This design comes from an exercise in tuning for small area on the open sky130 flow, not from production work.
Only simulation tests tie the RTL to the original design; equivalence was not proved.
The flow treats the clock pin as an ideal source, which a real chip does not have.
Power figures rest on the tool's default switching activity, not on a simulated workload.

<file path="flow/config.mk">
export PLATFORM = sky130hd
export DESIGN_NAME = page_swap_slot_manager
export DESIGN_NICKNAME = page_swap_slot_manager
export VERILOG_FILES = /design/flow/design.v
export SDC_FILE = /design/flow/constraint.sdc
export NUM_CORES = 4
export LEC_CHECK = 0
export CAP_MARGIN = 20
export CORE_MARGIN = 2
export CORE_UTILIZATION = 70
export PLACE_DENSITY = 0.8
export SLEW_MARGIN = 20
</file>
<file path="flow/constraint.sdc">
create_clock -name core_clock -period 10.0 [get_ports {clk}]
set_input_delay 2.0000 -clock core_clock [delete_from_list [all_inputs] [get_ports {clk}]]
set_output_delay 2.0000 -clock core_clock [all_outputs]
set_load 0.01 [all_outputs]
</file>
<file path="flow/design.v">
package pssm_pkg;
  localparam int PAGE_W  = 6;
  localparam int FRAME_W = 5;
  localparam int LOC_W   = 6;
  localparam int OUT_W   = 6;
  localparam int NUM_PAGES  = 64;
  localparam int SWAP_SLOTS = 64;
  localparam int SLOT_W     = $clog2(SWAP_SLOTS);
  localparam int GROUP_W    = 16;
  localparam int SUB_W      = 4;
  localparam int NUM_GROUPS = NUM_PAGES / GROUP_W;
  localparam int NUM_SUBS   = GROUP_W / SUB_W;
  localparam int GRP_W      = $clog2(NUM_GROUPS);
  localparam int POS_W      = $clog2(GROUP_W);
  localparam int SUBPOS_W   = $clog2(SUB_W);
  localparam int SUBIDX_W   = $clog2(NUM_SUBS);
  localparam int K_W        = $clog2(NUM_GROUPS + 1);
  typedef logic [1:0] opcode_t;
  localparam opcode_t OP_FIND     = 2'd0;
  localparam opcode_t OP_SWAP_OUT = 2'd1;
  localparam opcode_t OP_SWAP_IN  = 2'd2;
  localparam opcode_t OP_LOAD     = 2'd3;
  typedef logic [1:0] status_t;
  localparam status_t ST_DONE      = 2'd0;
  localparam status_t ST_NO_VALID  = 2'd1;
  localparam status_t ST_SWAP_FULL = 2'd2;
  typedef struct packed {
    logic [LOC_W-1:0]  location;
    logic [PAGE_W-1:0] vpage;
    logic              dirty;
  } row_t;
  typedef struct packed {
    logic accept;
    logic scan_step;
    logic rd_issue;
    logic exec;
    logic fail;
    logic load_out;
  } cmd_t;
  typedef struct packed {
    opcode_t op;
    logic    scan_hit;
    logic    scan_last;
    logic    out_free;
  } stat_t;
endpackage
import pssm_pkg::*;
module page_swap_slot_manager (
  input  logic                clk,
  input  logic                rst,
  input  logic                req_valid,
  output logic                req_ready,
  input  logic [1:0]          req_opcode,
  input  logic [PAGE_W-1:0]   req_page_number,
  input  logic [FRAME_W-1:0]  req_frame_number,
  input  logic                req_load_valid,
  output logic                rsp_valid,
  input  logic                rsp_ready,
  output logic [OUT_W-1:0]    rsp_victim_page,
  output logic [OUT_W-1:0]    rsp_swap_slot,
  output logic [1:0]          rsp_status
);
  logic [NUM_PAGES-1:0]  v_ring;
  logic [LOC_W-1:0]      loc_ring [NUM_PAGES];
  logic [SWAP_SLOTS-1:0] s_ring;
  logic              v_head, s_head;
  logic [LOC_W-1:0]  loc_head;
  logic              v_new, s_new;
  logic [LOC_W-1:0]  loc_new;
  logic [PAGE_W-1:0] hcnt;       
  logic              clr;        
  logic [PAGE_W-1:0] ptr;        
  logic              fscan;      
  logic              sscan;      
  logic              sk;         
  logic              upd;        
  logic [SLOT_W-1:0] slot_r;     
  logic [1:0]        last_op;    
  logic              fail;       
  assign v_head   = v_ring[NUM_PAGES-1];
  assign s_head   = s_ring[SWAP_SLOTS-1];
  assign loc_head = loc_ring[NUM_PAGES-1];
  logic idle, at_page, at_ptr, at_slot, at_zero, at_last;
  logic take, take_find, take_load, take_in, take_out;
  logic scanning, found_free, find_on, found_valid, find_fail;
  assign idle    = !clr && !rsp_valid && !fscan && !sscan && !upd;
  assign at_page = (hcnt == req_page_number);
  assign at_ptr  = (hcnt == ptr);
  assign at_slot = (hcnt == slot_r);
  assign at_zero = (hcnt == '0);
  assign at_last = &hcnt;
  always_comb begin
    case (req_opcode)
      OP_FIND:     req_ready = idle && at_ptr;
      OP_SWAP_OUT: req_ready = idle && at_page && sk;
      default:     req_ready = idle && at_page;
    endcase
  end
  assign take      = req_valid && req_ready;
  assign take_find = take && (req_opcode == OP_FIND);
  assign take_out  = take && (req_opcode == OP_SWAP_OUT);
  assign take_in   = take && (req_opcode == OP_SWAP_IN);
  assign take_load = take && (req_opcode == OP_LOAD);
  assign scanning   = sscan || (idle && req_valid && (req_opcode == OP_SWAP_OUT) && !sk && at_zero);
  assign found_free = scanning && !s_head;
  assign find_on     = take_find || fscan;
  assign found_valid = find_on && v_head;
  assign find_fail   = fscan && at_ptr;
  always_comb begin
    v_new   = v_head;
    loc_new = loc_head;
    s_new   = s_head;
    if (take_load) begin
      v_new   = req_load_valid;
      loc_new = LOC_W'(req_frame_number);
    end
    if (take_in) begin
      v_new   = 1'b1;
      loc_new = LOC_W'(req_frame_number);
    end
    if (take_out && !fail) begin
      v_new   = 1'b0;
      loc_new = slot_r;
    end
    if (upd && at_slot) s_new = (last_op == OP_SWAP_OUT);
    if (clr) begin
      v_new   = 1'b0;
      loc_new = '0;
      s_new   = 1'b0;
    end
  end
  always_ff @(posedge clk) begin
    v_ring <= {v_ring[NUM_PAGES-2:0], v_new};
    s_ring <= {s_ring[SWAP_SLOTS-2:0], s_new};
    loc_ring[0] <= loc_new;
    for (int i = 1; i < NUM_PAGES; i++) loc_ring[i] <= loc_ring[i-1];
  end
  always_ff @(posedge clk) begin
    if (rst) begin
      hcnt      <= PAGE_W'(1);
      clr       <= 1'b1;
      fscan     <= 1'b0;
      sscan     <= 1'b0;
      sk        <= 1'b0;
      upd       <= 1'b0;
      rsp_valid <= 1'b0;
    end else begin
      hcnt <= hcnt + 1'b1;
      if (clr && at_zero) clr <= 1'b0;
      if (scanning) begin
        if (!s_head) begin
          sscan <= 1'b0;
          sk    <= 1'b1;
        end else if (at_last) begin
          sscan <= 1'b0;
          sk    <= 1'b1;
        end else begin
          sscan <= 1'b1;
        end
      end
      if (upd && at_slot) upd <= 1'b0;
      if (take_in || (take_out && !fail)) upd <= 1'b1;
      if (take) sk <= 1'b0;
      if (found_valid) begin
        fscan <= 1'b0;
      end else if (find_fail) begin
        fscan <= 1'b0;
      end else if (take_find) begin
        fscan <= 1'b1;
      end
      if (rsp_valid && rsp_ready) rsp_valid <= 1'b0;
      if ((take && !take_find) || found_valid || find_fail) rsp_valid <= 1'b1;
    end
  end
  always_ff @(posedge clk) begin
    if (found_valid || clr) ptr <= hcnt;
    if (scanning) begin
      slot_r <= hcnt;
      fail   <= s_head;
    end
    if (take_in) slot_r <= loc_head;
    if (take) begin
      last_op <= req_opcode;
      if (!take_out) fail <= 1'b0;
    end
    if (find_fail) fail <= 1'b1;
  end
  always_comb begin
    rsp_victim_page = '0;
    rsp_swap_slot   = '0;
    rsp_status      = ST_DONE;
    case (last_op)
      OP_FIND: begin
        if (fail) rsp_status = ST_NO_VALID;
        else      rsp_victim_page = ptr;
      end
      OP_SWAP_OUT: begin
        if (fail) rsp_status = ST_SWAP_FULL;
        else      rsp_swap_slot = slot_r;
      end
      OP_SWAP_IN: rsp_swap_slot = slot_r;
      default: ;
    endcase
  end
endmodule
</file>
<file path="flow/flow/run.sh">
#!/bin/bash
# standard layout with these changes: CTS without dummy loads and with clkbuf_8 clusters of
# up to 22 registers, port buffers as buf_1, and after CTS a downsizing of gates with slack
# to spare (flow/post_cts.tcl)
set -euo pipefail
export CTS_ARGS="-sink_clustering_enable -repair_clock_nets -dont_use_dummy_load -sink_clustering_size 44 -sink_clustering_max_diameter 40 -buf_list {sky130_fd_sc_hd__clkbuf_16}"
export BUFFER_PORTS_ARGS="-buffer_cell sky130_fd_sc_hd__buf_1"
export POST_CTS_TCL="$PWD/flow/post_cts.tcl"
bash standard.sh > standard.log 2>&1
</file>
<file path="flow/flow/post_cts.tcl">
# after CTS: downsize gates that have timing slack to spare, then repair slew and
# capacitance again and legalise the placement
estimate_parasitics -placement
repair_timing -recover_power 100 -verbose
repair_design -cap_margin 20 -slew_margin 20 -verbose
detailed_placement
check_placement -verbose
</file>
<file path="flow/standard.sh">
#!/bin/bash
# synth_recipe.tcl (not shown) runs the flow's synth.tcl, then flattens the netlist and writes it again
# the make line also repeats each setting of config.mk as NAME=value (left out here)
make -C /OpenROAD-flow-scripts/flow DESIGN_CONFIG=/design/flow/config.mk WORK_HOME=/design/flow/orfs CLKGATE_MAP_FILE= SYNTH_SCRIPT=/design/flow/synth_recipe.tcl "${@:-finish}"
</file>
==> results of run 1 <==
## logic make-up (layout without fill, tap and decap cells)
group / after synthesis / in the layout / share of synthesized area (%)
AO/OA/AOI/OAI: 27 / 27 / 1.59
XOR/XNOR: 21 / 21 / 1.53
adder cells (fa/ha/maj): 5 / 5 / 0.520
buffers and inverters: 25 / 85 / 0.895
flip-flops: 539 / 539 / 90.9
multiplexers: 11 / 11 / 0.958
AND/OR/NAND/NOR: 75 / 75 / 3.58
## report_power, final
part	switching [W]	total (W)	internal, W
logic	0.0000250	0.0000412	0.0000162
clock network	0.000641	0.00130	0.000656
registers	0.0000124	0.00217	0.00216
## registers in the layout, summed over array words and instances (netlist names)
name	cells
clr	1
fail	1
fscan	1
hcnt	6
last_op	2
loc_ring	384
ptr	6
rsp_valid	1
s_ring	64
sk	1
slot_r	6
sscan	1
upd	1
v_ring	64
## path summary, 6_finish.rpt
| check | start | end | slack, ns | cells past startpoint |
|---|---|---|---|---|
| setup / recovery | req_opcode[0] | req_ready | 4.44 | 6 |
| setup reg to reg | hcnt[2] | ptr[3] | 7.10 | 5 |
| hold / removal | v_ring[12] | v_ring[13] | 0.29 | 0 |
| hold reg to reg | v_ring[12] | v_ring[13] | 0.29 | 0 |
## per-stage QoR
stage	util [%]	worst slack, ns	area [um^2]	total power, W	instances
5_1_grt	79.5	4.38	13300	0.00361	983
2_1_floorplan	-	5.05	12000	0.00225	703
6_report	79.5	4.44	13300	0.00351	983
3_3_place_gp	74.0	4.64	12400	0.00226	945
3_5_place_dp	74.0	4.55	12400	0.00226	945
## final cells by class
cell class	instances	area, um^2	share of cell area, %
Sequential cell	539	10900	82.3
Multi-Input combinational cell	139	963	7.26
Clock buffer	37	926	6.97
Tap cell	220	275	2.07
Timing Repair Buffer	34	131	0.989
Inverter	14	52.6	0.396
## synth_stat cells
library cell / count / area (um^2)
dfxtp_1: 525 / 10500
nor2_1: 20 / 75.1
edfxtp_1: 14 / 420
inv_1: 14 / 52.6
nand2_1: 13 / 48.8
xnor2_1: 12 / 105
xor2_1: 9 / 78.8
and2_1: 8 / 50.1
mux2i_1: 7 / 70.1
nand3_1: 7 / 35.0
o21ai_0: 6 / 30.0
a211oi_1: 5 / 37.5
clkbuf_1: 5 / 18.8
ha_1: 5 / 62.6
a21oi_1: 4 / 20.0
buf_2: 4 / 20.0
mux2_2: 4 / 45.0
nand2b_1: 4 / 25.0
nand4_1: 4 / 25.0
nor2b_1: 4 / 25.0
nor3_1: 3 / 15.0
nand3b_1: 2 / 15.0
nor4_1: 2 / 12.5
nor4_4: 2 / 42.5
o22ai_1: 2 / 12.5
o41a_1: 2 / 22.5
a22oi_1: 1 / 7.51
a2bb2oi_1: 1 / 8.76
a31oi_1: 1 / 6.26
and3_1: 1 / 6.26
and4_1: 1 / 8.76
buf_6: 1 / 11.3
clkbuf_2: 1 / 5.00
nand4_2: 1 / 12.5
nor3_4: 1 / 16.3
o2111a_1: 1 / 11.3
o211ai_1: 1 / 7.51
o221a_2: 1 / 11.3
o311ai_0: 1 / 8.76
o31ai_1: 1 / 7.51
or3_1: 1 / 6.26
or3_4: 1 / 11.3
## per-layer routing
metal | track usage (%) | share of wire [%] | vias up
li1 | - | - | 2331
met1 | 28.9 | 42 | 2406
met2 | 37.1 | 48 | 233
met3 | 4.65 | 5.8 | 73
met4 | 8.51 | 3.5 | 0
met5 | 0 | 0 | -
## critical path, delay by kind of cell
family / cells / cell delay (ns)
buf+inv: 2 / 0.57
compound gates: 2 / 0.50
simple gates: 2 / 0.49
==> summary.txt, run 1 <==
P per Cell Area - 265 nW/um^2
GRT Residual Overflow - 0
Final Slew Violations - 0
Required @ worst endpoint - 8.00 ns
area of the core - 16700 um^2
final hold slack - 0.285 ns
Setup Total Neg Slack - 0 ns
Synth Net Count - 726
Lkg Pwr - 5.23 nW
die area - 18200 um^2
initial antenna violation count - 0
pin count of the biggest net entering global routing - 34
DIE HEIGHT - 135 um
Reg clk slew, reported paths - 0.11 ns
vias in the first global route - 5404
mean post-synth cell area - 17.1 um^2
critical path fanouts, max - 9
# DRC - 0
final RePlAce weighted congestion - 0.913
synthesis-to-layout area growth - 10.5%
peak supply drop - 0.205 mV
port buffer count - 33
endpoints failing hold - 0
fraction of layout cells with a size suffix above 1 - 6.03%
TritonRoute pass-1 iters - 5
Critical Path Start Type - primary input
final setup fails - 0
Total GRT Usage - 22.2%
IO Pins - 34
final period utilization - 55.6%
WL per Instance - 19.5 um
Mapped Cells - 703
CP endpoint kind - output pin
status - timing/DRC/antenna clean
min cycle time layout - 5.56 ns
Rows - 47
number of DRC markers in iteration 0 - 555
WL final - 19.1 mm
max-slew headroom at the worst pin - 40.9%
Slowest-stage cell, CP - clkbuf_1
Slew @ Worst Pin - 0.880 ns
# diodes - 0
RSZ-0062 raised after global routing - false
most common cell after layout, fill and taps aside - dfxtp_1
Seq/Total Area, Yosys - 90.9%
antenna-violating nets left - 0
Die W - 135 um
Netlist cell types - 42
Fillers - 820
max cap viols - 0
first-pass GRT wire length - 30.3 mm
average via count per standard cell - 5.13
cell area after synthesis - 12000 um^2
Worst Skew - 0.0415 ns
fmax - 180 MHz
Warnings, synthesis - 2
hpwl dp - 9.19 mm
max incr delay on CP - 0.39 ns
Hold Path Class - flip-flop to flip-flop
Clock Sink Count - 539
nets@finish - 788
vias after detailed routing - 5043
worst setup path class - primary input to output pin
Initial Utilization - 72.0%
CP Data Arrival Time - 3.56 ns
Seq cells post-synth - 539
CTS tree - built
crit path cell chain - clkbuf_1 > a21oi_1 > nor3_1 > a22oi_1 > nor2_1 > buf_1
most frequent cells in the layout - 525 x dfxtp_1, 37 x clkbuf_16, 30 x buf_1
Clk Latency, worst-skew pair - 0.54 ns
==> inputs of run 2 (changes only) <==
--- a/flow/design.v
+++ b/flow/design.v
@@ -124,3 +124,3 @@
     end
-    if (upd && at_slot) s_new = (last_op == OP_SWAP_OUT);
+    if (upd && at_slot) s_new = last_op[0];    
     if (clr) begin
@@ -187,19 +187,8 @@
   end
-  always_comb begin
-    rsp_victim_page = '0;
-    rsp_swap_slot   = '0;
-    rsp_status      = ST_DONE;
-    case (last_op)
-      OP_FIND: begin
-        if (fail) rsp_status = ST_NO_VALID;
-        else      rsp_victim_page = ptr;
-      end
-      OP_SWAP_OUT: begin
-        if (fail) rsp_status = ST_SWAP_FULL;
-        else      rsp_swap_slot = slot_r;
-      end
-      OP_SWAP_IN: rsp_swap_slot = slot_r;
-      default: ;
-    endcase
-  end
+  logic show_ptr, show_slot;
+  assign show_ptr        = !last_op[1] && !last_op[0] && !fail;    
+  assign show_slot       = (last_op[1] ^ last_op[0]) && !fail;     
+  assign rsp_victim_page = show_ptr  ? ptr    : '0;
+  assign rsp_swap_slot   = show_slot ? slot_r : '0;
+  assign rsp_status      = {fail && last_op[0], fail && !last_op[0]};
 endmodule
--- a/flow/flow/run.sh
+++ b/flow/flow/run.sh
@@ -5,3 +5,3 @@
 set -euo pipefail
-export CTS_ARGS="-sink_clustering_enable -repair_clock_nets -dont_use_dummy_load -sink_clustering_size 44 -sink_clustering_max_diameter 40 -buf_list {sky130_fd_sc_hd__clkbuf_16}"
+export CTS_ARGS="-sink_clustering_enable -repair_clock_nets -dont_use_dummy_load -sink_clustering_size 22 -sink_clustering_max_diameter 60 -buf_list {sky130_fd_sc_hd__clkbuf_8}"
 export BUFFER_PORTS_ARGS="-buffer_cell sky130_fd_sc_hd__buf_1"
--- a/flow/config.mk
+++ b/flow/config.mk
@@ -9,4 +9,4 @@
 export CORE_MARGIN = 2
-export CORE_UTILIZATION = 70
-export PLACE_DENSITY = 0.8
+export CORE_UTILIZATION = 50
+export PLACE_DENSITY = 0.6
 export SLEW_MARGIN = 20
==> summary.txt, run 2 <==
max-slew headroom at the worst pin - 55.9% (+15 points)
GRT Residual Overflow - 0 (unchanged)
reg2reg start - hcnt[4]
IO Pins - 34 (unchanged)
final setup fails - 0 (unchanged)
peak supply drop - 0.123 mV (-40%)
Reg clk slew, reported paths - 0.11 ns (about the same)
Mapped Cells - 682 (-3.0%)
Slowest-stage cell, CP - nor3_1
worst reg2reg path depth - 5 (unchanged)
Post-Layout Cell Count - 1054 (+7.2%)
most common cell after layout, fill and taps aside - dfxtp_1
crit path cell chain - buf_1 > xor2_1 > nor3_1 > and4_1 > nor2_1 > nor3_1 > buf_1
WL per Instance - 14.0 um (-28%)
Slew @ Worst Pin - 0.659 ns (-0.221 ns)
Initial Utilization - 50.9% (-21 points)
# DRC - 0 (unchanged)
Synth area leaders - dfxtp_1 88%, edfxtp_1 3.5%, xor2_1 1.2%, and2_1 0.78%, mux2_2 0.66%
min cycle time layout - 5.67 ns (+0.105 ns)
antenna-violating nets left - 0 (unchanged)
sequential power share - 71.5% (+9.6 points)
nets@finish - 758 (-3.8%)
worst setup path class - primary input to output pin
Lkg Pwr - 5.05 nW (-3.4%)
number of flops mapped to enable cells by yosys - 14 (unchanged)
Reg2Reg Setup Slack - 7.17 ns (+0.07 ns)
switching pwr - 0.000603 W (-11%)
Synth Net Count - 703 (-3.2%)
RSZ-0062 raised after global routing - false
Required @ worst endpoint - 8.00 ns (about the same)
post-layout util - 54.7% (-25 points)
Worst Skew - 0.0822 ns (+0.0407 ns)
endpoints failing hold - 0 (unchanged)
worst r2r dst - slot_r[0]
vias after detailed routing - 4442 (-12%)
sw frac - 19.6% (+0.29 points)
Setup Total Neg Slack - 0 ns (unchanged)
most common flop cell mapped by yosys - dfxtp_1
DIE HEIGHT - 159 um (+17%)
final period utilization - 56.7% (+1.0 points)
max reg flops - 384 (unchanged)
Total GRT Usage - 12.1% (-10 points)
pin count of the biggest net entering global routing - 23 (-32%)
Seq/Total Area, Yosys - 91.4% (+0.49 points)
# diodes - 0 (unchanged)
largest area contributor in the netlist - dfxtp_1
CP Data Arrival Time - 3.67 ns (+0.11 ns)
count leader, synth - dfxtp_1
die area - 25200 um^2 (+38%)
area of the core - 23500 um^2 (+41%)
cell area after synthesis - 12000 um^2 (-0.54%)
WL final - 14.7 mm (-23%)
hpwl dp - 8.68 mm (-5.5%)
Netlist cell types - 47 (+12%)
first-pass GRT wire length - 23.8 mm (-22%)
Die W - 159 um (+17%)
ys async rst share - 0% (unchanged)
DP Cell Count - 1024 (+8.4%)
Biggest register - loc_ring
max cap viols - 0 (unchanged)
Hold Path Origin - loc_ring[17][2]
CP endpoint kind - output pin
Clock power frac - 26.9% (-10 points)
fraction of layout cells with a size suffix above 1 - 5.99% (-0.042 points)
number of DRC markers in iteration 0 - 248 (-55%)
Hold Path Class - flip-flop to flip-flop
final RePlAce weighted congestion - 0.749 (-18%)
most frequent cells in the layout - 525 x dfxtp_1, 31 x buf_1, 30 x clkbuf_8
critical path fanouts, max - 7 (-2)
Seq cells post-synth - 539 (unchanged)
Top Registers - loc_ring x384, s_ring x64, v_ring x64
synthesis-to-layout area growth - 7.30%
average via count per standard cell - 4.21 (-18%)
Critical Path Start Type - primary input
Clock Sink Count - 539 (unchanged)
fmax - 176 MHz (-1.8%)
Warnings, synthesis - 2 (unchanged)
hold depth - 0 (unchanged)
Rows - 56 (+19%)
status - timing/DRC/antenna clean
TritonRoute pass-1 iters - 4 (-1)
P_int - 0.00247 W (-13%)
initial antenna violation count - 0 (unchanged)
Gate power share - 1.5% (+0.3 points)
most instantiated cells after synthesis - 525 x dfxtp_1, 16 x xor2_1, 15 x and2_1
CTS tree - built
P per Cell Area - 240 nW/um^2 (-9.4%)
Synth top area share - 87.9% (+0.48 points)
max incr delay on CP - 0.53 ns (+0.14 ns)
WHS Endpoint - loc_ring[18][2]
port buffer count - 33 (unchanged)
Final Slew Violations - 0 (unchanged)
Clk Latency, worst-skew pair - 0.60 ns (+0.06 ns)
mean post-synth cell area - 17.5 um^2 (+2.5%)
vias in the first global route - 4552 (-16%)
## run 2: changes by cell type after synthesis, sizes merged, moves of 4 or more
cell	delta
nand3	-4
xor2	+7
a211oi	-4
xnor2	-7
nor2	-8
inv	-4
o2bb2ai	+5
clkbuf	-4
and2	+7
nand2	-10
## run 2: cells by family (layout without fill, tap and decap cells)
logic type / Yosys count / count (layout) / synth area share [%]
adders and majority gates: 3 / 3 / 0.314
AOI/OAI and AO/OA: 25 / 25 / 1.56
DFF: 539 / 539 / 91.4
xor gates and xnor gates: 21 / 21 / 1.54
muxes: 14 / 14 / 1.25
buffers and inverters: 20 / 73 / 0.785
and+or+nand+nor: 60 / 60 / 3.14
## run 2: layout make-up
type / count / area, um^2
tap: 319 / 399
inverter: 10 / 37.5
multi-input combinational: 123 / 926
sequential: 539 / 10900
timing repair buffer: 33 / 124
fill: 1896 / 10600
clock buffer: 30 / 413
## run 2: power by group through the flow
stage                     clock, W  sequential [W]  combinational [W]
after floorplan                  0         0.00224          0.0000353
after global placement           0         0.00225          0.0000482
after detailed placement         0         0.00225          0.0000490
after global routing      0.000942         0.00221          0.0000525
final                     0.000829         0.00220          0.0000472
## run 2: how the worst max path moves through the flow
stage,startpoint,endpoint,slack (ns),depth (start not counted)
after floorplan,req_page_number[4],req_ready,4.90,6
after global placement,req_page_number[4],req_ready,4.45,7
after detailed placement,req_page_number[4],req_ready,4.45,7
after global routing,req_page_number[0],req_ready,4.21,7
final,req_page_number[4],req_ready,4.33,7
## run 2: routing by layer
| layer | global-route usage (%) | wire, um | vias to the layer above |
|---|---|---|---|
| li1 | - | - | 2248 |
| met1 | 17.7 | 7810 | 2111 |
| met5 | 0 | 0 | - |
| met3 | 2.72 | 567 | 34 |
| met2 | 17.8 | 5940 | 49 |
| met4 | 4.20 | 405 | 0 |
## run 2: stage by stage
stage	total power, W	setup slack [ns]	hold WS [ns]	area, um^2
floorplan	0.00228	4.90	0.310	12000
global placement	0.00230	4.45	0.311	12400
detailed placement	0.00230	4.45	0.312	12400
global route	0.00320	4.21	0.254	12800
finish	0.00308	4.33	0.259	12800
## run 2: critical path: cells and delay by family
family | cells | cell delay (ns)
simple gates | 4 | 1.21
buf+inv | 2 | 0.27
xor+xnor | 1 | 0.18
==> inputs of run 3 (changes only) <==
--- a/flow/flow/run.sh
+++ b/flow/flow/run.sh
@@ -5,3 +5,3 @@
 set -euo pipefail
-export CTS_ARGS="-sink_clustering_enable -repair_clock_nets -dont_use_dummy_load -sink_clustering_size 22 -sink_clustering_max_diameter 60 -buf_list {sky130_fd_sc_hd__clkbuf_8}"
+export CTS_ARGS="-sink_clustering_enable -repair_clock_nets -dont_use_dummy_load -sink_clustering_size 22 -sink_clustering_max_diameter 50 -buf_list {sky130_fd_sc_hd__clkbuf_8}"
 export BUFFER_PORTS_ARGS="-buffer_cell sky130_fd_sc_hd__buf_1"
--- a/flow/config.mk
+++ b/flow/config.mk
@@ -9,4 +9,4 @@
 export CORE_MARGIN = 2
-export CORE_UTILIZATION = 50
-export PLACE_DENSITY = 0.6
+export CORE_UTILIZATION = 60
+export PLACE_DENSITY = 0.7
 export SLEW_MARGIN = 20
==> summary.txt, run 3 <==
Slew @ Worst Pin - 0.686 ns (+0.0276 ns)
Critical Path Start Type - primary input
CP endpoint kind - output pin
# diodes - 0 (unchanged)
hold depth - 0 (unchanged)
RSZ-0062 raised after global routing - false
Final Slew Violations - 0 (unchanged)
WL per Instance - 14.1 um (+0.80%)
hpwl dp - 8.12 mm (-6.5%)
met1 Usage GRT - 20.4% (+2.7 points)
Seq/Total Area, Yosys - 91.4% (unchanged)
CTS tree - built
initial antenna violation count - 0 (unchanged)
cell area after synthesis - 12000 um^2 (unchanged)
Setup crit start - req_page_number[0]
Lkg Pwr - 5.06 nW (+0.14%)
max-slew headroom at the worst pin - 54.0% (-1.8 points)
die area - 21100 um^2 (-16%)
Seq cells post-synth - 539 (unchanged)
Synth area leaders - dfxtp_1 88%, edfxtp_1 3.5%, xor2_1 1.2%, and2_1 0.78%, mux2_2 0.66%
Reg clk slew, reported paths - 0.11 ns (about the same)
max reg flops - 384 (unchanged)
Top Registers - loc_ring x384, s_ring x64, v_ring x64
area of the core - 19500 um^2 (-17%)
fmax - 177 MHz (+0.55%)
Slowest-stage cell, CP - nor3_1
pin count of the biggest net entering global routing - 23 (unchanged)
GRT Residual Overflow - 0 (unchanged)
Netlist cell types - 47 (unchanged)
Synth top area share - 87.9% (unchanged)
final setup fails - 0 (unchanged)
most used routing layer - met1
nets@finish - 759 (+0.13%)
Required @ worst endpoint - 8.00 ns (about the same)
Reg2Reg Setup Slack - 7.19 ns (+0.02 ns)
P per Cell Area - 241 nW/um^2 (+0.44%)
Initial Utilization - 61.2% (+10 points)
Setup Total Neg Slack - 0 ns (unchanged)
max incr delay on CP - 0.51 ns (-0.02 ns)
synthesis-to-layout area growth - 6.85%
Rows - 51 (-8.9%)
Mapped Cells - 682 (unchanged)
final period utilization - 56.4% (-0.31 points)
Hold Path Class - flip-flop to flip-flop
met2 Use GR - 19.9% (+2.1 points)
number of flops mapped to enable cells by yosys - 14 (unchanged)
most common flop cell mapped by yosys - dfxtp_1
Die W - 145 um (-8.5%)
most instantiated cells after synthesis - 525 x dfxtp_1, 16 x xor2_1, 15 x and2_1
TritonRoute pass-1 iters - 4 (unchanged)
area of the multi-input gates - 926 um^2 (unchanged)
worst setup path class - primary input to output pin
Biggest register - loc_ring
mean post-synth cell area - 17.5 um^2 (unchanged)
Tot Pwr - 0.00308 W (about the same)
ys async rst share - 0% (unchanged)
most frequent cells in the layout - 525 x dfxtp_1, 31 x clkbuf_8, 31 x buf_1
# DRC - 0 (unchanged)
Warnings, synthesis - 2 (unchanged)
Post-Layout Cell Count - 1001 (-5.0%)
Reg area - 10900 um^2 (unchanged)
first-pass GRT wire length - 23.7 mm (-0.20%)
most common cell after layout, fill and taps aside - dfxtp_1
antenna-violating nets left - 0 (unchanged)
IO Pins - 34 (unchanged)
number of DRC markers in iteration 0 - 148 (-40%)
reg2reg start - hcnt[4]
fraction of layout cells with a size suffix above 1 - 6.11% (+0.13 points)
count leader, synth - dfxtp_1
DP Cell Count - 970 (-5.3%)
Fillers - 1358 (-28%)
WL final - 14.1 mm (-4.3%)
CP Data Arrival Time - 3.64 ns (-0.03 ns)
Clock Sink Count - 539 (unchanged)
min cycle time layout - 5.64 ns (-0.0310 ns)
status - timing/DRC/antenna clean
met3 Track Usage GR - 3.14% (+0.42 points)
max cap viols - 0 (unchanged)
port buffer count - 33 (unchanged)
worst reg2reg path depth - 5 (unchanged)
Total GRT Usage - 13.8% (+1.7 points)
vias after detailed routing - 4446 (+0.090%)
crit path cell chain - buf_1 > xor2_1 > nor3_1 > and4_1 > nor2_1 > nor3_1 > buf_1
Worst Skew - 0.0668 ns (-0.0154 ns)
critical path fanouts, max - 7 (unchanged)
Synth Net Count - 703 (unchanged)
Clk Latency, worst-skew pair - 0.60 ns (about the same)
average via count per standard cell - 4.44 (+5.4%)
peak supply drop - 0.163 mV (+33%)
largest area contributor in the netlist - dfxtp_1
DIE HEIGHT - 145 um (-8.5%)
vias in the first global route - 4606 (+1.2%)
endpoints failing hold - 0 (unchanged)
Setup crit end - req_ready
worst r2r dst - slot_r[0]
final RePlAce weighted congestion - 0.894 (+19%)
-- run 3: kinds of logic (layout without fill, tap and decap cells) --
logic type	after synthesis	in the layout	synth area share [%]
AO/OA/AOI/OAI	25	25	1.56
XOR/XNOR	21	21	1.54
multiplexers	14	14	1.25
AND/OR/NAND/NOR	60	60	3.14
buffers and inverters	20	74	0.785
flip-flops	539	539	91.4
adder cells (fa/ha/maj)	3	3	0.314
-- run 3: worst min-delay path by stage --
stage | from | to | slack (ns)
6_report | s_ring[14] | s_ring[15] | 0.25
5_1_grt | v_ring[54] | v_ring[55] | 0.25
3_5_place_dp | loc_ring[21][2] | loc_ring[22][2] | 0.31
3_3_place_gp | v_ring[62] | v_ring[63] | 0.31
2_1_floorplan | loc_ring[9][0] | loc_ring[10][0] | 0.31
-- run 3: power by group --
group | internal (W) | switching, W | total (W)
logic | 0.0000189 | 0.0000288 | 0.0000477
registers | 0.00218 | 0.0000166 | 0.00220
clock network | 0.000278 | 0.000550 | 0.000828
total | 0.00248 | 0.000596 | 0.00308
-- run 3: per-stage QoR --
step	instance area [um^2]	utilization [%]	hold slack [ns]	setup slack, ns
6_report	12800	65.4	0.250	4.36
5_1_grt	12800	65.4	0.245	4.30
3_5_place_dp	12400	63.3	0.312	4.56
3_3_place_gp	12400	63.3	0.311	4.57
2_1_floorplan	12000	-	0.310	4.90
-- run 3: critical path: cells and delay by family --
kind | cells | cell delay (ns)
XOR/XNOR | 1 | 0.18
buffers and inverters | 2 | 0.30
AND/OR/NAND/NOR | 4 | 1.16
-- run 3: routing by layer --
layer	wire (um)	vias up
met4	557	0
met5	0	-
li1	-	2245
met2	5750	71
met3	522	39
met1	7270	2091
-- run 3: area by class of cell --
cell class | instances | share of cell area, %
flip-flops and latches | 539 | 85.6
well taps | 265 | 2.60
repair buffers | 33 | 0.970
multi-input cells | 123 | 7.25
clock buffers | 31 | 3.34
inverters | 10 | 0.294
==> inputs of run 4 (changes only) <==
--- a/flow/design.v
+++ b/flow/design.v
@@ -72,2 +72,3 @@
   logic [PAGE_W-1:0] ptr;        
+  logic              busy;       
   logic              fscan;      
@@ -85,3 +86,5 @@
   logic scanning, found_free, find_on, found_valid, find_fail;
-  assign idle    = !clr && !rsp_valid && !fscan && !sscan && !upd;
+  assign fscan   = busy && (last_op == OP_FIND);
+  assign upd     = busy && (last_op != OP_FIND);
+  assign idle    = !clr && !rsp_valid && !busy && !sscan;
   assign at_page = (hcnt == req_page_number);
@@ -141,6 +144,5 @@
       clr       <= 1'b1;
-      fscan     <= 1'b0;
+      busy      <= 1'b0;
       sscan     <= 1'b0;
       sk        <= 1'b0;
-      upd       <= 1'b0;
       rsp_valid <= 1'b0;
@@ -160,12 +162,7 @@
       end
-      if (upd && at_slot) upd <= 1'b0;
-      if (take_in || (take_out && !fail)) upd <= 1'b1;
+      if (upd && at_slot) busy <= 1'b0;
+      if (take_in || (take_out && !fail)) busy <= 1'b1;
       if (take) sk <= 1'b0;
-      if (found_valid) begin
-        fscan <= 1'b0;
-      end else if (find_fail) begin
-        fscan <= 1'b0;
-      end else if (take_find) begin
-        fscan <= 1'b1;
-      end
+      if (found_valid || find_fail) busy <= 1'b0;
+      else if (take_find) busy <= 1'b1;
       if (rsp_valid && rsp_ready) rsp_valid <= 1'b0;
==> summary.txt, run 4 <==
fmax - 187 MHz (+5.6%)
met1 Usage GRT - 21.2% (+0.78 points)
Clock power frac - 27.4% (+0.5 points)
met3 Track Usage GR - 2.96% (-0.19 points)
Synth top area share - 87.8% (about the same)
critical path fanouts, max - 3 (-4)
peak supply drop - 0.164 mV (+0.41%)
TritonRoute pass-1 iters - 4 (unchanged)
die area - 21000 um^2 (-0.11%)
min cycle time layout - 5.34 ns (-0.297 ns)
WL per Instance - 14.1 um (+0.14%)
Worst Skew - 0.0422 ns (-0.0246 ns)
DP Worst Slack - 4.64 ns (+0.0824 ns)
area of the core - 19500 um^2 (unchanged)
ys async rst share - 0% (unchanged)
largest area contributor in the netlist - dfxtp_1
pin count of the biggest net entering global routing - 23 (unchanged)
Final Slew Violations - 0 (unchanged)
max-slew headroom at the worst pin - 44.0% (-10 points)
P_int - 0.00245 W (-1.3%)
Clock Sink Count - 538 (-0.19%)
average via count per standard cell - 4.43 (-0.19%)
number of DRC markers in iteration 0 - 243 (+64%)
final RePlAce weighted congestion - 0.841 (-6.0%)
count leader, synth - dfxtp_1
Synth Net Count - 706 (+0.43%)
hpwl dp - 8.45 mm (+4.1%)
placed cell area - 12300 um^2 (-0.15%)
endpoints failing hold - 0 (unchanged)
max cap viols - 0 (unchanged)
Finished Cell Area - 12700 um^2 (-0.30%)
RSZ-0062 raised after global routing - false
Initial Utilization - 61.2% (-0.070 points)
final setup fails - 0 (unchanged)
most frequent cells in the layout - 524 x dfxtp_1, 31 x clkbuf_8, 30 x buf_1
final worst slack - 4.66 ns (+0.297 ns)
worst setup path class - primary input to output pin
mean post-synth cell area - 17.4 um^2 (-0.55%)
status - timing/DRC/antenna clean
synthesis-to-layout area growth - 6.65%
Gate power share - 1.0% (-0.5 points)
Top Registers - loc_ring x384, s_ring x64, v_ring x64
GRT Residual Overflow - 0 (unchanged)
CP Data Arrival Time - 3.34 ns (-0.30 ns)
# DRC - 0 (unchanged)
max reg flops - 384 (unchanged)
fraction of layout cells with a size suffix above 1 - 5.93% (-0.18 points)
Mapped Cells - 685 (+0.44%)
cell area after synthesis - 11900 um^2 (-0.12%)
Reg clk slew, reported paths - 0.12 ns (about the same)
Total GRT Usage - 14.0% (+0.16 points)
number of flops mapped to enable cells by yosys - 14 (unchanged)
# diodes - 0 (unchanged)
reg2reg start - hcnt[4]
CTS tree - built
Warnings, synthesis - 2 (unchanged)
Required @ worst endpoint - 8.00 ns (about the same)
Seq cells post-synth - 538 (-0.19%)
IO Pins - 34 (unchanged)
Setup crit start - req_page_number[5]
most instantiated cells after synthesis - 524 x dfxtp_1, 16 x nand2_1, 14 x edfxtp_1
P per Cell Area - 238 nW/um^2 (-1.4%)
Die W - 145 um (about the same)
Tot Pwr - 0.00303 W (-1.7%)
port buffer count - 33 (unchanged)
Fillers - 1381 (+1.7%)
Seq/Total Area, Yosys - 91.4% (about the same)
Hold Path Origin - loc_ring[28][4]
vias in the first global route - 4655 (+1.1%)
final period utilization - 53.4% (-3.0 points)
Lkg Pwr - 5.02 nW (-0.76%)
first-pass GRT wire length - 24.0 mm (+1.1%)
Hold Path Class - flip-flop to flip-flop
Critical Path Start Type - primary input
Clk Latency, worst-skew pair - 0.58 ns (-0.02 ns)
Synth area leaders - dfxtp_1 88%, edfxtp_1 3.5%, xor2_1 0.88%, and2_1 0.68%, mux2_2 0.57%
Netlist cell types - 41 (-13%)
final hold slack - 0.286 ns (+0.0362 ns)
met2 Use GR - 20.7% (+0.81 points)
sw frac - 19.0% (-0.35 points)
most common flop cell mapped by yosys - dfxtp_1
initial antenna violation count - 0 (unchanged)
vias after detailed routing - 4464 (+0.40%)
Setup Total Neg Slack - 0 ns (unchanged)
switching pwr - 0.000575 W (-3.4%)
antenna-violating nets left - 0 (unchanged)
nets@finish - 765 (+0.79%)
DIE HEIGHT - 145 um (about the same)
CP endpoint kind - output pin
most used routing layer - met1
Biggest register - loc_ring
WL final - 14.2 mm (+0.74%)
Rows - 51 (unchanged)
Slew @ Worst Pin - 0.831 ns (+0.144 ns)
sequential power share - 71.6% (about the same)
most common cell after layout, fill and taps aside - dfxtp_1
==> run 4: through the flow <==
step | instances | util, %
finish | 1007 | 65.2
global route | 1007 | 65.2
detailed placement | 976 | 63.2
global placement | 976 | 63.2
floorplan | 685 | -
==> run 4: critical path, stage by stage <==
cell and delay [ns]:
buf_1 0.10, xnor2_2 0.16, nand2_2 0.08, or4_1 0.62, nand2_1 0.09, and3_1 0.14
buf_1 0.15
==> run 4: worst paths after layout <==
path                            slack, ns              end  cells past startpoint
worst min-delay path                 0.29  loc_ring[29][4]                      0
worst max register to register       6.61        slot_r[3]                      5
worst max-delay path                 4.66        req_ready                      7
worst min register to register       0.29  loc_ring[29][4]                      0
==> run 4: area by class of cell <==
cell class,instances,area [um^2],area share [%]
inverters,6,22.5,0.177
multi-input cells,134,922,7.24
flip-flops and latches,538,10900,85.7
well taps,265,332,2.60
clock buffers,31,427,3.35
repair buffers,33,124,0.972
==> run 4: logic make-up after synthesis <==
| logic type | Yosys count | synth area share (%) |
|---|---|---|
| flops | 538 | 91.4 |
| simple gates | 71 | 3.49 |
| compound gates | 27 | 1.34 |
| xor+xnor | 21 | 1.73 |
| buf+inv | 13 | 0.702 |
| mux | 12 | 1.07 |
| fa+ha+maj | 3 | 0.314 |
==> run 4: layer usage <==
layer | vias to the layer above | share of wire [%]
met5 | - | 0
met2 | 96 | 43
met3 | 20 | 5.6
met4 | 0 | 1.4
li1 | 2253 | -
met1 | 2095 | 50
==> run 4: power by group through the flow <==
stage | clock [W] | combinational (W) | sequential, W
floorplan | 0 | 0.0000286 | 0.00221
global placement | 0 | 0.0000320 | 0.00221
detailed placement | 0 | 0.0000332 | 0.00221
global route | 0.000941 | 0.0000356 | 0.00217
finish | 0.000829 | 0.0000317 | 0.00216
==> inputs of run 5 (changes only) <==
--- a/flow/flow/run.sh
+++ b/flow/flow/run.sh
@@ -5,3 +5,3 @@
 set -euo pipefail
-export CTS_ARGS="-sink_clustering_enable -repair_clock_nets -dont_use_dummy_load -sink_clustering_size 22 -sink_clustering_max_diameter 50 -buf_list {sky130_fd_sc_hd__clkbuf_8}"
+export CTS_ARGS="-sink_clustering_enable -repair_clock_nets -dont_use_dummy_load -sink_clustering_size 22 -sink_clustering_max_diameter 60 -distance_between_buffers 400 -branching_point_buffers_distance 400 -buf_list {sky130_fd_sc_hd__clkbuf_8}"
 export BUFFER_PORTS_ARGS="-buffer_cell sky130_fd_sc_hd__buf_1"
--- a/flow/config.mk
+++ b/flow/config.mk
@@ -9,4 +9,4 @@
 export CORE_MARGIN = 2
-export CORE_UTILIZATION = 60
-export PLACE_DENSITY = 0.7
+export CORE_UTILIZATION = 50
+export PLACE_DENSITY = 0.6
 export SLEW_MARGIN = 20
==> summary.txt, run 5 <==
fmax - 184 MHz (-1.8%)
max-slew headroom at the worst pin - 39.2% (-4.9 points)
placed cell area - 12400 um^2 (+0.55%)
Critical Path Start Type - primary input
final RePlAce weighted congestion - 0.745 (-11%)
vias after detailed routing - 4514 (+1.1%)
peak supply drop - 0.149 mV (-9.4%)
max reg flops - 384 (unchanged)
hold depth - 0 (unchanged)
CP top delay family - simple AND/OR/NAND/NOR gates
Warnings, synthesis - 2 (unchanged)
Synth Net Count - 706 (unchanged)
count leader, synth - dfxtp_1
WHS Endpoint - loc_ring[22][5]
initial antenna violation count - 0 (unchanged)
Clk Latency, worst-skew pair - 0.58 ns (about the same)
most frequent cells in the layout - 524 x dfxtp_1, 30 x buf_1, 29 x clkbuf_8
Seq/Total Area, Yosys - 91.4% (unchanged)
CP endpoint kind - output pin
worst reg2reg path depth - 5 (unchanged)
Setup Total Neg Slack - 0 ns (unchanged)
Worst Skew - 0.0379 ns (-0.00427 ns)
most common flop cell mapped by yosys - dfxtp_1
switching pwr - 0.000579 W (+0.75%)
critical path fanouts, max - 8 (+5)
worst setup path class - primary input to output pin
Biggest register - loc_ring
pin count of the biggest net entering global routing - 23 (unchanged)
WL final - 14.0 mm (-1.7%)
cell area after synthesis - 11900 um^2 (unchanged)
Hold Path Class - flip-flop to flip-flop
Finished Cell Area - 12800 um^2 (+0.31%)
crit path cell chain - clkbuf_1 > a21oi_1 > or4_1 > nand2_1 > and3_1 > buf_1
final period utilization - 54.4% (+0.99 points)
max cap viols - 0 (unchanged)
DIE HEIGHT - 159 um (+9.3%)
hpwl dp - 7.93 mm (-6.2%)
Netlist cell types - 41 (unchanged)
largest area contributor in the netlist - dfxtp_1
first-pass GRT wire length - 23.1 mm (-3.7%)
area of the core - 23500 um^2 (+20%)
Synth top area share - 87.8% (unchanged)
sequential power share - 71.9% (+0.3 points)
Mapped Cells - 685 (unchanged)
antenna-violating nets left - 0 (unchanged)
Total GRT Usage - 11.5% (-2.5 points)
number of DRC markers in iteration 0 - 277 (+14%)
# diodes - 0 (unchanged)
Hold Path Origin - loc_ring[21][5]
Seq cells post-synth - 538 (unchanged)
Lkg Pwr - 5.01 nW (-0.35%)
mean post-synth cell area - 17.4 um^2 (unchanged)
IO Pins - 34 (unchanged)
Slew @ Worst Pin - 0.904 ns (+0.0736 ns)
Top Registers - loc_ring x384, s_ring x64, v_ring x64
most common cell after layout, fill and taps aside - dfxtp_1
Die W - 159 um (+9.3%)
TritonRoute pass-1 iters - 4 (unchanged)
number of flops mapped to enable cells by yosys - 14 (unchanged)
nets@finish - 763 (-0.26%)
Fillers - 1862 (+35%)
most instantiated cells after synthesis - 524 x dfxtp_1, 16 x nand2_1, 14 x edfxtp_1
CTS tree - built
# DRC - 0 (unchanged)
CP bufs+invs - 2 (unchanged)
Synth area leaders - dfxtp_1 88%, edfxtp_1 3.5%, xor2_1 0.88%, and2_1 0.68%, mux2_2 0.57%
P per Cell Area - 236 nW/um^2 (-0.73%)
sw frac - 19.2% (+0.22 points)
Reg2Reg Setup Slack - 6.48 ns (-0.13 ns)
worst r2r dst - slot_r[0]
status - timing/DRC/antenna clean
CP Data Arrival Time - 3.44 ns (+0.10 ns)
P_int - 0.00243 W (-0.69%)
max incr delay on CP - 0.56 ns (-0.06 ns)
die area - 25100 um^2 (+19%)
Gate power share - 1.1% (about the same)
vias in the first global route - 4683 (+0.60%)
Clock power frac - 27.0% (-0.4 points)
reg2reg start - hcnt[3]
RSZ-0062 raised after global routing - false
Tot Pwr - 0.00301 W (-0.42%)
fraction of layout cells with a size suffix above 1 - 5.68% (-0.25 points)
min cycle time layout - 5.44 ns (+0.0995 ns)
post-layout util - 54.4% (-11 points)
Rows - 56 (+9.8%)
Reg clk slew, reported paths - 0.11 ns (about the same)
port buffer count - 33 (unchanged)
average via count per standard cell - 4.26 (-3.8%)
WL per Instance - 13.2 um (-6.5%)
GRT Residual Overflow - 0 (unchanged)
synthesis-to-layout area growth - 6.99%
Initial Utilization - 50.9% (-10 points)
final setup fails - 0 (unchanged)
ys async rst share - 0% (unchanged)
endpoints failing hold - 0 (unchanged)
Final Slew Violations - 0 (unchanged)
Clock Sink Count - 538 (unchanged)
Required @ worst endpoint - 8.00 ns (about the same)
Slowest-stage cell, CP - or4_1
==> run 5: changes by cell type in the layout (fill, tap and decap cells not counted), sizes merged <==
| cell | before | now |
|---|---|---|
| clkbuf | 34 | 32 |
==> run 5: how the worst max path moves through the flow <==
stage / from / end / cells after the start
2_1_floorplan: req_page_number[5] / req_ready / 5
3_3_place_gp: req_opcode[0] / req_ready / 6
3_5_place_dp: req_opcode[0] / req_ready / 6
5_1_grt: req_opcode[0] / req_ready / 6
6_report: req_opcode[0] / req_ready / 6
==> run 5: metal layers <==
| layer | global-route usage (%) | wire length [um] | up-vias |
|---|---|---|---|
| met2 | 16.6 | 5600 | 85 |
| met4 | 4.55 | 408 | 0 |
| li1 | - | - | 2254 |
| met1 | 16.8 | 7330 | 2137 |
| met5 | 0 | 0 | - |
| met3 | 2.64 | 628 | 38 |
==> run 5: area by class of cell <==
class	count	area (um^2)	share of cell area, %
sequential	538	10900	85.4
multi-input combinational	134	922	7.22
clock buffer	29	399	3.12
tap	319	399	3.12
timing repair buffer	33	124	0.969
inverter	6	22.5	0.176
==> run 5: cells by family (layout without fill, tap and decap cells) <==
group,after synthesis,after routing,share of synthesized area (%)
simple gates,71,71,3.49
mux,12,12,1.07
fa+ha+maj,3,3,0.314
flops,538,538,91.4
compound gates,27,27,1.34
buf+inv,13,68,0.702
xor+xnor,21,21,1.73
==> run 5: worst reg2reg max path, stage by stage (launching register included) <==
cell	delay, ns
dfxtp_1	0.65
xnor2_2	0.17
nand2_2	0.07
nor4_1	0.79
nand3_1	0.61
o21ai_0	0.87
==> run 5: power by group through the flow <==
stage	clock [W]	sequential [W]	combinational, W
6_report	0.000815	0.00217	0.0000326
5_1_grt	0.000931	0.00217	0.0000361
3_5_place_dp	0	0.00221	0.0000339
3_3_place_gp	0	0.00221	0.0000326
2_1_floorplan	0	0.00221	0.0000286
==> run 5: through the flow <==
| stage | cells | setup slack, ns | hold WS (ns) |
|---|---|---|---|
| 3_3_place_gp | 1030 | 4.60 | 0.311 |
| 5_1_grt | 1059 | 4.48 | 0.285 |
| 6_report | 1059 | 4.56 | 0.288 |
| 2_1_floorplan | 685 | 4.96 | 0.310 |
| 3_5_place_dp | 1030 | 4.60 | 0.312 |
==> inputs of run 6 (changes only) <==
--- a/flow/design.v
+++ b/flow/design.v
@@ -177,3 +177,3 @@
     end
-    if (take_in) slot_r <= loc_head;
+    if (take && !(take_out && !fail)) slot_r <= take_in ? loc_head : '0;
     if (take) begin
@@ -184,7 +184,6 @@
   end
-  logic show_ptr, show_slot;
+  logic show_ptr;
   assign show_ptr        = !last_op[1] && !last_op[0] && !fail;    
-  assign show_slot       = (last_op[1] ^ last_op[0]) && !fail;     
   assign rsp_victim_page = show_ptr  ? ptr    : '0;
-  assign rsp_swap_slot   = show_slot ? slot_r : '0;
+  assign rsp_swap_slot   = slot_r;
   assign rsp_status      = {fail && last_op[0], fail && !last_op[0]};
==> summary.txt, run 6 <==
Warnings, synthesis - 2 (unchanged)
first-pass GRT wire length - 23.7 mm (+2.4%)
Synth area leaders - dfxtp_1 89%, edfxtp_1 3.5%, xnor2_1 0.96%, xor2_1 0.59%, mux2i_1 0.51%
GRT Residual Overflow - 0 (unchanged)
Top Registers - loc_ring x384, s_ring x64, v_ring x64
CP Data Arrival Time - 3.54 ns (+0.10 ns)
number of flops mapped to enable cells by yosys - 14 (unchanged)
most common flop cell mapped by yosys - dfxtp_1
pin count of the biggest net entering global routing - 23 (unchanged)
Total GRT Usage - 12.2% (+0.70 points)
Initial Utilization - 50.6% (-0.24 points)
count leader, synth - dfxtp_1
antenna-violating nets left - 0 (unchanged)
Synth Net Count - 700 (-0.85%)
Hold Path Origin - loc_ring[28][3]
initial antenna violation count - 0 (unchanged)
Biggest register - loc_ring
die area - 24900 um^2 (-0.76%)
Required @ worst endpoint - 8.00 ns (about the same)
vias after detailed routing - 4495 (-0.42%)
Rows - 56 (unchanged)
Clk Latency, worst-skew pair - 0.59 ns (about the same)
number of DRC markers in iteration 0 - 267 (-3.6%)
Hold Path Class - flip-flop to flip-flop
final setup fails - 0 (unchanged)
most instantiated cells after synthesis - 524 x dfxtp_1, 14 x edfxtp_1, 14 x nor2_1
final period utilization - 55.4% (+0.98 points)
Reg clk slew, reported paths - 0.11 ns (about the same)
fmax - 181 MHz (-1.8%)
WL final - 14.9 mm (+6.7%)
Netlist cell types - 40 (-2.4%)
area of the core - 23400 um^2 (-0.30%)
Setup crit start - req_opcode[0]
CTS tree - built
reg2reg start - hcnt[2]
Worst Skew - 0.0616 ns (+0.0238 ns)
RSZ-0062 raised after global routing - false
peak supply drop - 0.137 mV (-7.6%)
Clock Sink Count - 538 (unchanged)
mean post-synth cell area - 17.4 um^2 (about the same)
max cap viols - 0 (unchanged)
Final Slew Violations - 0 (unchanged)
Setup Total Neg Slack - 0 ns (unchanged)
max-slew headroom at the worst pin - 34.8% (-4.3 points)
worst setup path class - primary input to output pin
Die W - 158 um (-0.38%)
critical path fanouts, max - 7 (-1)
largest area contributor in the netlist - dfxtp_1
status - timing/DRC/antenna clean
hpwl dp - 8.77 mm (+11%)
endpoints failing hold - 0 (unchanged)
TritonRoute pass-1 iters - 4 (unchanged)
DIE HEIGHT - 158 um (-0.38%)
IO Pins - 34 (unchanged)
cell area after synthesis - 11900 um^2 (-0.78%)
Seq/Total Area, Yosys - 92.1% (+0.71 points)
Seq cells post-synth - 538 (unchanged)
ys async rst share - 0% (unchanged)
max reg flops - 384 (unchanged)
most frequent cells in the layout - 524 x dfxtp_1, 30 x buf_1, 29 x clkbuf_8
P per Cell Area - 239 nW/um^2 (+1.3%)
WL per Instance - 14.2 um (+7.5%)
nets@finish - 754 (-1.2%)
port buffer count - 33 (unchanged)
final RePlAce weighted congestion - 0.786 (+5.5%)
Mapped Cells - 680 (-0.73%)
fraction of layout cells with a size suffix above 1 - 4.10% (-1.6 points)
post-layout util - 54.2% (-0.23 points)
vias in the first global route - 4473 (-4.5%)
# DRC - 0 (unchanged)
min cycle time layout - 5.54 ns (+0.0977 ns)
Slew @ Worst Pin - 0.969 ns (+0.0646 ns)
synthesis-to-layout area growth - 7.04% (about the same)
average via count per standard cell - 4.28 (+0.34%)
Lkg Pwr - 4.94 nW (-1.3%)
# diodes - 0 (unchanged)
most common cell after layout, fill and taps aside - dfxtp_1
CP endpoint kind - output pin
Critical Path Start Type - primary input
Synth top area share - 88.5% (+0.69 points)
==> run 6: changes by cell type after synthesis, sizes merged, moves of 2 or more <==
cell | before | now
a211oi | 0 | 5
a22o | 0 | 6
and2 | 13 | 8
and3 | 2 | 0
clkbuf | 1 | 3
mux2 | 6 | 0
nand2 | 17 | 12
nand3b | 2 | 0
nor2 | 10 | 14
nor2b | 5 | 2
o21ai | 10 | 4
or4b | 0 | 2
xnor2 | 9 | 13
xor2 | 12 | 8
==> run 6: critical path: stages <==
cell      delay, ns
clkbuf_1       0.23
a21o_1         0.19
nand3_1        0.07
or4b_1         0.58
and2_0         0.20
nor2b_1        0.10
buf_1          0.16
==> run 6: per-stage QoR <==
step | std cells | cell area, um^2 | worst slack, ns | hold WS (ns) | total power, W
detailed placement | 1022 | 12300 | 4.48 | 0.312 | 0.00226
global placement | 1022 | 12300 | 4.55 | 0.311 | 0.00226
finish | 1051 | 12700 | 4.46 | 0.255 | 0.00303
global route | 1051 | 12700 | 4.37 | 0.238 | 0.00315
floorplan | 680 | 11900 | 4.82 | 0.310 | 0.00225
==> run 6: layout make-up <==
cell class,count,area (um^2)
Multi-Input combinational cell,126,830
Inverter,6,22.5
Timing Repair Buffer,33,124
Clock buffer,29,399
Fill cell,1918,10700
Sequential cell,538,10900
Tap cell,319,399
==> run 6: worst paths after layout <==
check / end / slack (ns) / depth (start not counted)
worst min-delay path: loc_ring[29][3] / 0.26 / 0
worst max-delay path: req_ready / 4.46 / 7
worst min register to register: loc_ring[29][3] / 0.26 / 0
worst max register to register: slot_r[3] / 6.60 / 6
==> run 6: power breakdown <==
group          switching [W]  internal (W)   total, W
combinational      0.0000211     0.0000174  0.0000385
sequential         0.0000140       0.00216    0.00217
clock               0.000556      0.000262   0.000818
total               0.000591       0.00244    0.00303
==> run 6: logic make-up (layout without fill, tap and decap cells) <==
group / after synthesis / in the layout / share of synthesized area [%]
AO/OA/AOI/OAI: 32 / 32 / 1.95
XOR/XNOR: 21 / 21 / 1.55
adder cells (fa/ha/maj): 2 / 2 / 0.211
buffers and inverters: 16 / 68 / 0.676
flip-flops: 538 / 538 / 92.1
multiplexers: 6 / 6 / 0.507
AND/OR/NAND/NOR: 65 / 65 / 3.03
==> run 6: per-layer routing <==
layer  track usage [%]  share of wire (%)  up-vias
li1                  -                  -     2249
met1              18.3                 53     2142
met2              17.3                 39       73
met3              2.87                4.6       31
met4              4.33                3.0        0
met5                 0                  0        -
==> inputs of run 7 (changes only) <==
--- a/flow/config.mk
+++ b/flow/config.mk
@@ -9,4 +9,4 @@
 export CORE_MARGIN = 2
-export CORE_UTILIZATION = 50
-export PLACE_DENSITY = 0.6
+export CORE_UTILIZATION = 55
+export PLACE_DENSITY = 0.65
 export SLEW_MARGIN = 20
==> summary.txt, run 7 <==
status - timing/DRC/antenna clean
CP dominant cell by count - buf_1
worst r2r dst - slot_r[3]
cell area after synthesis - 11900 um^2 (unchanged)
hpwl dp - 8.21 mm (-6.4%)
Rows - 53 (-5.4%)
vias after detailed routing - 4418 (-1.7%)
WHS Endpoint - loc_ring[20][1]
max incr delay on CP - 0.69 ns (+0.11 ns)
die area - 22700 um^2 (-8.9%)
mean post-synth cell area - 17.4 um^2 (unchanged)
peak supply drop - 0.138 mV (+0.67%)
max reg flops - 384 (unchanged)
Lkg Pwr - 4.94 nW (about the same)
Reg clk slew, reported paths - 0.11 ns (about the same)
post-layout util - 59.9% (+5.7 points)
CTS tree - built
port buffer count - 33 (unchanged)
IO Pins - 34 (unchanged)
Synth Net Count - 700 (unchanged)
# DRC - 0 (unchanged)
fraction of layout cells with a size suffix above 1 - 4.37% (+0.27 points)
endpoints failing hold - 0 (unchanged)
Fillers - 1612 (-16%)
Synth area leaders - dfxtp_1 89%, edfxtp_1 3.5%, xnor2_1 0.96%, xor2_1 0.59%, mux2i_1 0.51%
Mapped Cells - 680 (unchanged)
Initial Utilization - 56.2% (+5.6 points)
placed cell area - 12300 um^2 (-0.45%)
DIE HEIGHT - 151 um (-4.5%)
Hold Path Origin - loc_ring[19][1]
fmax - 176 MHz (-2.7%)
Total GRT Usage - 12.8% (+0.65 points)
Hold Path Class - flip-flop to flip-flop
min cycle time layout - 5.69 ns (+0.152 ns)
Seq/Total Area, Yosys - 92.1% (unchanged)
max-slew headroom at the worst pin - 44.8% (+10 points)
final hold slack - 0.295 ns (+0.0392 ns)
CP endpoint kind - output pin
CP Data Arrival Time - 3.69 ns (+0.15 ns)
first-pass GRT wire length - 23.3 mm (-1.7%)
Setup Total Neg Slack - 0 ns (unchanged)
Synth top area share - 88.5% (unchanged)
worst setup path class - primary input to output pin
Post-Layout Cell Count - 1007 (-4.2%)
critical path fanouts, max - 7 (unchanged)
final period utilization - 56.9% (+1.5 points)
area of the core - 21100 um^2 (-9.9%)
average via count per standard cell - 4.39 (+2.6%)
DP Cell Count - 978 (-4.3%)
ys async rst share - 0% (unchanged)
Critical Path Start Type - primary input
Finished Cell Area - 12600 um^2 (-0.38%)
number of DRC markers in iteration 0 - 156 (-42%)
max cap viols - 0 (unchanged)
Final Slew Violations - 0 (unchanged)
crit path cell chain - buf_1 > a21o_1 > nand3_1 > or4b_2 > and2_0 > nor2b_1 > buf_1
TritonRoute pass-1 iters - 4 (unchanged)
RSZ-0062 raised after global routing - false
Warnings, synthesis - 2 (unchanged)
Reg2Reg Setup Slack - 6.63 ns (+0.03 ns)
hold depth - 0 (unchanged)
nets@finish - 754 (unchanged)
pin count of the biggest net entering global routing - 23 (unchanged)
WL final - 14.1 mm (-5.5%)
# diodes - 0 (unchanged)
Netlist cell types - 40 (unchanged)
Required @ worst endpoint - 8.00 ns (about the same)
most frequent cells in the layout - 524 x dfxtp_1, 31 x buf_1, 29 x clkbuf_8
Clk Latency, worst-skew pair - 0.59 ns (about the same)
count leader, synth - dfxtp_1
Biggest register - loc_ring
antenna-violating nets left - 0 (unchanged)
final RePlAce weighted congestion - 0.746 (-5.1%)
synthesis-to-layout area growth - 6.63%
Clock Sink Count - 538 (unchanged)
reg2reg start - hcnt[2]
Worst Skew - 0.0592 ns (-0.00246 ns)
initial antenna violation count - 0 (unchanged)
Top Registers - loc_ring x384, s_ring x64, v_ring x64
Seq cells post-synth - 538 (unchanged)
Slowest-stage cell, CP - or4b_2
largest area contributor in the netlist - dfxtp_1
final setup fails - 0 (unchanged)
Die W - 151 um (-4.5%)
most instantiated cells after synthesis - 524 x dfxtp_1, 14 x edfxtp_1, 14 x nor2_1
WL per Instance - 14.0 um (-1.4%)
P per Cell Area - 239 nW/um^2 (+0.13%)
vias in the first global route - 4522 (+1.1%)
number of flops mapped to enable cells by yosys - 14 (unchanged)
Slew @ Worst Pin - 0.820 ns (-0.149 ns)
GRT Residual Overflow - 0 (unchanged)
most common cell after layout, fill and taps aside - dfxtp_1
worst reg2reg path depth - 6 (unchanged)
most common flop cell mapped by yosys - dfxtp_1
==> run 7: cell counts after synthesis <==
Identical to the previous run, type by type.
==> run 7: per-stage QoR <==
stage	power, W	worst slack [ns]
finish	0.00302	4.31
global route	0.00314	4.21
detailed placement	0.00226	4.46
global placement	0.00226	4.51
floorplan	0.00225	4.82
==> run 7: worst max path at each step <==
stage	start	to	cells past startpoint
floorplan	req_page_number[0]	req_ready	5
global placement	req_opcode[0]	req_ready	7
detailed placement	req_opcode[1]	req_ready	7
global route	req_opcode[0]	req_ready	7
finish	req_opcode[0]	req_ready	7
==> run 7: logic make-up (layout without fill, tap and decap cells) <==
logic type | after synthesis | in the layout | synth area share, %
and+or+nand+nor | 65 | 65 | 3.03
buffers and inverters | 16 | 68 | 0.676
adders and majority gates | 2 | 2 | 0.211
DFF | 538 | 538 | 92.1
AOI/OAI and AO/OA | 32 | 32 | 1.95
muxes | 6 | 6 | 0.507
xor gates and xnor gates | 21 | 21 | 1.55
==> run 7: final cells by class <==
type | instances | area (um^2) | share of cell area [%]
Timing Repair Buffer | 33 | 124 | 0.980
Multi-Input combinational cell | 126 | 836 | 6.61
Inverter | 6 | 22.5 | 0.178
Tap cell | 275 | 344 | 2.72
Clock buffer | 29 | 399 | 3.16
Sequential cell | 538 | 10900 | 86.3
==> run 7: power breakdown <==
part | switching, W | internal [W] | leakage (nW)
combinational | 0.0000206 | 0.0000175 | 0.372
clock | 0.000550 | 0.000262 | 0.209
sequential | 0.0000126 | 0.00216 | 4.36
total | 0.000583 | 0.00244 | 4.94
==> run 7: routing by layer <==
metal | track usage, % | vias to the layer above | share of wire, %
li1 | - | 2243 | -
met3 | 2.89 | 24 | 4.6
met5 | 0 | - | 0
met2 | 18.1 | 64 | 39
met4 | 4.11 | 0 | 2.0
met1 | 19.8 | 2087 | 55
==> run 7: critical path, delay by kind of cell <==
family | cells | cell delay (ns)
AO/OA/AOI/OAI | 1 | 0.19
buffers and inverters | 2 | 0.38
AND/OR/NAND/NOR | 4 | 1.11

-- separate check: timing with driven ports --
The flow's constraints put no driver on any port. The routed layouts listed below were extracted and timed again, unchanged, in two steps.
Step 1, drivers: a clkbuf_16 drives clk and a buf_2 each remaining input, both assumed.
Step 2 adds t to the input delays and takes it off the output delays; t is the mean of the earliest and latest rising clock arrival at the registers after step 1. Input paths then give back, and output paths get back, about the clock's delay inside the block.
a / b / c = ideal ports / drivers / drivers and shift; a / b = the first two.
run | t, ns | setup WS [ns] | slew at the worst register clock pin (ns) | worst slew at a driven data input, ns | pins driven straight from the clock port
run 1 | 0.552 | 4.437 / 4.408 / 4.408 | 0.11 / 0.11 | 0.04 | 1
run 2 | 0.604 | 4.333 / 4.309 / 4.309 | 0.12 / 0.12 | 0.04 | 1
run 3 | 0.601 | 4.364 / 4.335 / 4.335 | 0.12 / 0.12 | 0.04 | 1
run 4 | 0.597 | 4.661 / 4.624 / 4.624 | 0.12 / 0.12 | 0.05 | 1
run 5 | 0.603 | 4.561 / 4.531 / 4.531 | 0.12 / 0.12 | 0.04 | 1
run 6 | 0.599 | 4.464 / 4.439 / 4.439 | 0.12 / 0.12 | 0.05 | 1
run 7 | 0.597 | 4.311 / 4.277 / 4.277 | 0.12 / 0.12 | 0.05 | 1
After both steps setup and hold are still met in every run listed. The setup slack of run 4, which loses most, moves by -0.037 ns with the drivers and by -0.037 ns with both steps.
